Background: an optimization exercise with open tools, aiming at small area. Do not read the settings as production practice.
Function was checked by simulation only, so behaviour that the tests miss may differ from the original.
Power is estimated from default activity; no workload was simulated.

===== flow/config.mk =====
export PLATFORM = sky130hd
export DESIGN_NAME = branch_predict_unit
export DESIGN_NICKNAME = branch_predict_unit
export VERILOG_FILES = /design/flow/design.v
export SDC_FILE = /design/flow/constraint.sdc
export NUM_CORES = 4
export LEC_CHECK = 0
export CAP_MARGIN = 20
export CORE_MARGIN = 2
export CORE_UTILIZATION = 30
export SLEW_MARGIN = 20

===== flow/constraint.sdc =====
create_clock -name core_clock -period 12.0 [get_ports {clk_i}]
set_input_delay 2.4000 -clock core_clock [delete_from_list [all_inputs] [get_ports {clk_i}]]
set_output_delay 2.4000 -clock core_clock [all_outputs]
set_load 0.01 [all_outputs]

===== flow/design.v =====
module branch_predict_unit #(
  parameter int unsigned XLEN     = 32,
  parameter int unsigned ENTRIES  = 32,
  parameter logic [1:0]  CTR_INIT = 2'b01,
  parameter int unsigned PERF_W   = 32
) (
  input  logic              clk_i,
  input  logic              rst_ni,
  input  logic [XLEN-1:0]   fetch_pc_i,
  output logic              pred_taken_o,
  output logic [XLEN-1:0]   pred_target_o,
  input  logic              ex_valid_i,
  input  logic [XLEN-1:0]   ex_pc_i,
  input  logic              is_branch_i,
  input  logic              is_jal_i,
  input  logic              is_jalr_i,
  input  logic [2:0]        funct3_i,
  input  logic              zero_flag_i,
  input  logic              negative_flag_i,
  input  logic              overflow_flag_i,
  input  logic              carry_flag_i,
  input  logic [XLEN-1:0]   ex_target_i,
  input  logic              ex_pred_taken_i,
  input  logic [XLEN-1:0]   ex_pred_target_i,
  output logic              take_branch_o,
  output logic              mispredict_o,
  output logic [XLEN-1:0]   redirect_pc_o,
  output logic [PERF_W-1:0] branch_cnt_o,
  output logic [PERF_W-1:0] mispredict_cnt_o
);
  localparam int unsigned IDX_W = $clog2(ENTRIES);
  localparam int unsigned TAG_W = XLEN - IDX_W - 2;
  logic [ENTRIES-1:0] valid_q;
  logic [ENTRIES-1:0] jump_q;
  logic [TAG_W-1:0]   tag_q [ENTRIES];
  logic [XLEN-1:0]    tgt_q [ENTRIES];
  logic [1:0]         ctr_q [ENTRIES];
  function automatic logic [1:0] sat_inc(input logic [1:0] c);
    sat_inc = (c == 2'b11) ? 2'b11 : c + 2'b01;
  endfunction
  function automatic logic [1:0] sat_dec(input logic [1:0] c);
    sat_dec = (c == 2'b00) ? 2'b00 : c - 2'b01;
  endfunction
  logic unused_pc_bits;
  assign unused_pc_bits = ^{fetch_pc_i[1:0], ex_pc_i[1:0]};
  logic [IDX_W-1:0] f_idx;
  logic [TAG_W-1:0] f_tag;
  logic             f_hit;
  assign f_idx = fetch_pc_i[IDX_W+1:2];
  assign f_tag = fetch_pc_i[XLEN-1:IDX_W+2];
  assign f_hit = valid_q[f_idx] && (tag_q[f_idx] == f_tag);
  assign pred_taken_o  = rst_ni && f_hit && (jump_q[f_idx] || ctr_q[f_idx][1]);
  assign pred_target_o = rst_ni ? tgt_q[f_idx] : '0;
  logic            slt;
  logic            sltu;
  logic            br_cond;
  logic            ctrl;
  logic            take;
  logic            mispredict;
  logic [XLEN-1:0] fallthrough_pc;
  assign slt  = negative_flag_i ^ overflow_flag_i;
  assign sltu = ~carry_flag_i;
  always_comb begin
    br_cond = 1'b0;
    case (funct3_i)
      3'b000:  br_cond = zero_flag_i;
      3'b001:  br_cond = ~zero_flag_i;
      3'b100:  br_cond = slt;
      3'b101:  br_cond = ~slt;
      3'b110:  br_cond = sltu;
      3'b111:  br_cond = ~sltu;
      default: br_cond = 1'b0;
    endcase
  end
  assign ctrl = ex_valid_i && (is_branch_i || is_jal_i || is_jalr_i);
  assign take = ctrl && (is_jal_i || is_jalr_i || (is_branch_i && br_cond));
  assign mispredict = ex_valid_i &&
                      ((ex_pred_taken_i != take) ||
                       (take && (ex_pred_target_i != ex_target_i)));
  assign fallthrough_pc = ex_pc_i + XLEN'(4);
  assign take_branch_o = rst_ni && take;
  assign mispredict_o  = rst_ni && mispredict;
  assign redirect_pc_o = (rst_ni && mispredict) ? (take ? ex_target_i : fallthrough_pc) : '0;
  logic [IDX_W-1:0] ex_idx;
  logic [TAG_W-1:0] ex_tag;
  logic             ex_hit;
  logic             upd_take;
  logic             upd_dec;
  logic             upd_inv;
  assign ex_idx   = ex_pc_i[IDX_W+1:2];
  assign ex_tag   = ex_pc_i[XLEN-1:IDX_W+2];
  assign ex_hit   = valid_q[ex_idx] && (tag_q[ex_idx] == ex_tag);
  assign upd_take = ctrl && take;
  assign upd_dec  = ctrl && !take && ex_hit;
  assign upd_inv  = ex_valid_i && !ctrl && ex_pred_taken_i && ex_hit;
  always_ff @(posedge clk_i or negedge rst_ni) begin
    if (!rst_ni) begin
      valid_q <= '0;
      jump_q  <= '0;
      for (int i = 0; i < ENTRIES; i++) begin
        tag_q[i] <= '0;
        tgt_q[i] <= '0;
        ctr_q[i] <= CTR_INIT;
      end
    end else begin
      if (upd_take) begin
        valid_q[ex_idx] <= 1'b1;
        tag_q[ex_idx]   <= ex_tag;
        tgt_q[ex_idx]   <= ex_target_i;
        jump_q[ex_idx]  <= is_jal_i || is_jalr_i;
        ctr_q[ex_idx]   <= ex_hit ? sat_inc(ctr_q[ex_idx]) : 2'b10;
      end else if (upd_dec) begin
        ctr_q[ex_idx]   <= sat_dec(ctr_q[ex_idx]);
      end else if (upd_inv) begin
        valid_q[ex_idx] <= 1'b0;
      end
    end
  end
  logic [PERF_W-1:0] br_cnt_q;
  logic [PERF_W-1:0] mp_cnt_q;
  always_ff @(posedge clk_i or negedge rst_ni) begin
    if (!rst_ni) begin
      br_cnt_q <= '0;
      mp_cnt_q <= '0;
    end else begin
      if (ctrl)       br_cnt_q <= br_cnt_q + PERF_W'(1);
      if (mispredict) mp_cnt_q <= mp_cnt_q + PERF_W'(1);
    end
  end
  assign branch_cnt_o     = br_cnt_q;
  assign mispredict_cnt_o = mp_cnt_q;
endmodule

===== flow/run.sh =====
#!/bin/bash
# synth_recipe.tcl (not shown) runs the flow's synth.tcl, then flattens the netlist and writes it again
# the make line also repeats each setting of config.mk as NAME=value (left out here)
make -C /OpenROAD-flow-scripts/flow DESIGN_CONFIG=/design/flow/config.mk WORK_HOME=/design/flow/orfs CLKGATE_MAP_FILE= SYNTH_SCRIPT=/design/flow/synth_recipe.tcl finish

==> flow_summary_export.csv <==
group,metric,value,unit
min_path,holdPathEnd,"ctr_q[15][0]$_DFFE_PN1P_",
floorplanning,die_area,328000,µm²
critical_path,r2r_cells,12,
sta,max_freq,0.0936,GHz
sta,worst_slack,1.32,ns
layout,nFillCells,31375,
critical_path,cp-start-kind,"input port",
synth,synth_edf_count,0,
global_route,grt_pass1_wl,662,mm
detailed_routing,vias,81332,
detailed_routing,dr.first_iter.drc_count,13505,
sta,rsz0062_at_grt,"false",
sta,setup_tns,0,ns
detailed_routing,routed_via_density,6.35,
critical_path,critical_path.endpoint_type,"output port",
synth,ys_types,86,
global_route,grt_max_degree,159,
min_path,hold_path_class,"reg -> reg",
synth,synth_common_cells,"dfrtp_1, mux2_2, a22oi_1",
detailed_routing,wl_per_cell,38.2,µm
layout,fin_util,35.2,%
synth,synth_top_family_by_area,"multiplexers",
floorplanning,coreArea,321000,µm²
critical_path,path_cells,"clkdlybuf4s50_1, nand2_1, nor2_4, a22oi_1, nand2_1, nor4_1, a21oi_1, xnor2_1, nand4_1, nor4_1, buf_4, clkdlybuf4s50_1",
detailed_routing,firstDrtPassIters,14,
sta,timing.slew.headroom,14.4,%
critical_path,worstPathMaxFanout,15,
synth,synth_top_area_share,51.2,%
critical_path,cpPeakStageDelay,1.12,ns
detailed_routing,routed_wl,488,mm
critical_path,critical_path_arrival,8.28,ns
clock_tree,cts.sinks,2016,
global_route,gr-total-overflow,0,
layout,fin_cells,12801,
floorplanning,ioPinCount,273,
power_and_ir_drop,p_leak,0.0509,µW
synth,ys_warn_count,4,
critical_path,crit_slowest_cell,"nor2_4",
layout,nets,8453,
synth,synth_adder_area_share,0.129,%
synth,synth_xor_xnor_area_share,1.52,%
clock_tree,cts_setup_buffers,0,
sta,tightest_slew,1.28,ns
synth,synthArstFlopShare,100,%
layout,syn_to_final_growth,16.7,%
clock_tree,cts_hold_buffers,0,
detailed_routing,final_antenna_net_count,0,
synth,synth_compound_area_share,13.4,%
placement,dp_cells,12386,
sta,period_minus_slack,10.68,ns
sta,finalHoldWorstSlack,0.470,ns
synth,postSynthCellCount,8224,
critical_path,r2r_start,"tag_q[31][22]$_DFFE_PN0P_",
critical_path,critPathKind,"in -> out",
critical_path,timing.rr.end,"ctr_q[30][1]$_DFFE_PN0P_",
clock_tree,clk_latency,0.95,ns
synth,muxShareOfSynthArea,22.0,%
synth,yosysMostFrequentCell,"dfrtp_1",
synth,synthesis.area,96900,µm²
floorplanning,rows,208,
min_path,holdPathStages,2,
synth,yosysTopAreaCell,"dfrtp_1",
clock_tree,numCtsBuffers,214,
placement,io_buffers,270,
synth,ys.flop_type,"dfrtp_1",
sta,fin_crit_sh,89.0,%
layout,regArea,50500,µm²
floorplanning,initial_utilization,30.2,%
synth,yosysSeqAreaShare,52.1,%
placement,place_ws,1.70,ns
floorplanning,die_w,572,µm
run_status,outcome,"finished clean",
synth,ys_ff_latch,2016,
clock_tree,clockBufferDepth,4,
sta,setup_violations,0,
min_path,worstHoldStart,"ctr_q[15][0]$_DFFE_PN1P_",
global_route,antenna_found_initial,52,
sta,hold_viol_final,0,
sta,skew,0.0854,ns
clock_tree,h-tree-depth,4,
power_and_ir_drop,powerDensity,167,nW/µm²
global_route,grt_pass1_vias,78075,
clock_tree,cts_resized,0,
detailed_routing,drc,0,
clock_tree,cts_tree,"built",
critical_path,required,9.60,ns
critical_path,rrSetupSlack,6.82,ns
power_and_ir_drop,peakVddDrop,0.126,mV
synth,syn_nets,8376,
layout,multi_input_area,43700,µm²
synth,synth-simple-area-share,7.31,%
placement,place_hpwl,297,mm
layout,drive_gt1_share,31.1,%
synth,netlist_top_cells_area,"dfrtp_1, mux2_2, a22oi_1",
placement,gp_congestion,1.01,
clock_tree,root_buffer,"clkbuf_16",
critical_path,crit_buf_inv,3,
global_route,grt.total_usage,29.0,%
critical_path,cp_top_family,"simple AND/OR/NAND/NOR gates",
floorplanning,die_y,572,µm
clock_tree,clk_pin_slew_worst_paths,0.06,ns
flow_run,drv_cap,0,
synth,syn_area_per_cell,11.8,µm²
sta,slew_violations,0,
## kinds of logic after synthesis
family | after synthesis
AOI/OAI and AO/OA | 1845
adders and majority gates | 10
muxes | 1874
and+or+nand+nor | 1457
DFF | 2016
xor gates and xnor gates | 166
buffers and inverters | 856
## worst min-delay path, cell delays in order (launching register included)
cell     delay [ns]
dfstp_2        0.37
inv_1          0.04
mux2i_1        0.06
## area by class of cell
| class | count | area share (%) |
|---|---|---|
| diodes | 30 | 0.0664 |
| clock buffers | 308 | 5.58 |
| clock inverters | 73 | 0.879 |
| inverters | 63 | 0.209 |
| multi-input cells | 5352 | 38.6 |
| flip-flops and latches | 2016 | 44.6 |
| well taps | 4305 | 4.76 |
| repair buffers | 654 | 5.23 |
## power by group
group          internal (µW)  switching [µW]  total, µW
combinational           1330            1510       2830
clock                   4090            2970       7070
sequential              8080             945       9030
total                  13500            5430      18900
## stage by stage
| stage | total power, µW | area (µm²) |
|---|---|---|
| after floorplan | 10500 | 96900 |
| after global placement | 11700 | 106000 |
| after detailed placement | 11800 | 106000 |
| after CTS | 18800 | 113000 |
| after global routing | 19500 | 113000 |
| final | 18900 | 113000 |
## metal layers
layer  up-vias  track usage [%]  routed length [µm]
li1      30762                -                   -
met1     42001             36.7              185000
met2      6549             41.2              200000
met3      1972             10.3               62600
met4        48             19.5               40600
met5         -           0.0882                 345
## state kept, by name (all words and copies together) (netlist names), named ones only
signal,count
tgt_q,1024
tag_q,800
ctr_q,64
br_cnt_q,32
jump_q,32
mp_cnt_q,32
## worst max path at each step
stage / startpoint / endpoint / slack, ns / depth (start not counted)
5_1_grt: fetch_pc_i[6] / pred_taken_o / 1.37 / 14
3_3_place_gp: fetch_pc_i[6] / pred_taken_o / 1.44 / 14
4_1_cts: fetch_pc_i[6] / pred_taken_o / 1.70 / 12
6_report: fetch_pc_i[6] / pred_taken_o / 1.32 / 12
3_5_place_dp: fetch_pc_i[6] / pred_taken_o / 1.70 / 12
2_1_floorplan: ex_pc_i[2] / redirect_pc_o[30] / 4.38 / 15
## layout by cell type, fill, tap and decap left out, drive strengths merged, types with 81 or more instances in the layout
cell           Yosys  routed
buf              157     397
a21oi            142     142
xor2              95      95
nor4              88      88
nor2             157     157
a22oi            976     976
dfrtp           1984    1984
clkdlybuf4s50      0     255
mux2i            147     147
o21ai            341     341
mux2            1694    1694
clkbuf           636     310
nand3             81      81
nand2            699     699
nand4            108     108

## afterwards: timing with drivers on the ports
Ports are ideal in the flow. The routed layout listed here was re-timed in OpenROAD.
Step 1, drivers: a clkbuf_16 drives clk_i and a buf_2 each remaining input, both assumed.
Step 2, shift: input delay + t, output delay - t, t = (earliest + latest rising clock arrival at the registers) / 2. This alone moves slack from input paths to output paths.
a / b / c = no drivers / after step 1 / after step 2; a / b = the first two.
t, ns: 1.008
setup WS [ns]: 1.321 / 1.294 / 1.294
worst setup path after step 2: input to output
After both steps this run still meets setup and hold. The setup slack of this run moves by -0.027 ns with the drivers and by -0.027 ns with both steps.
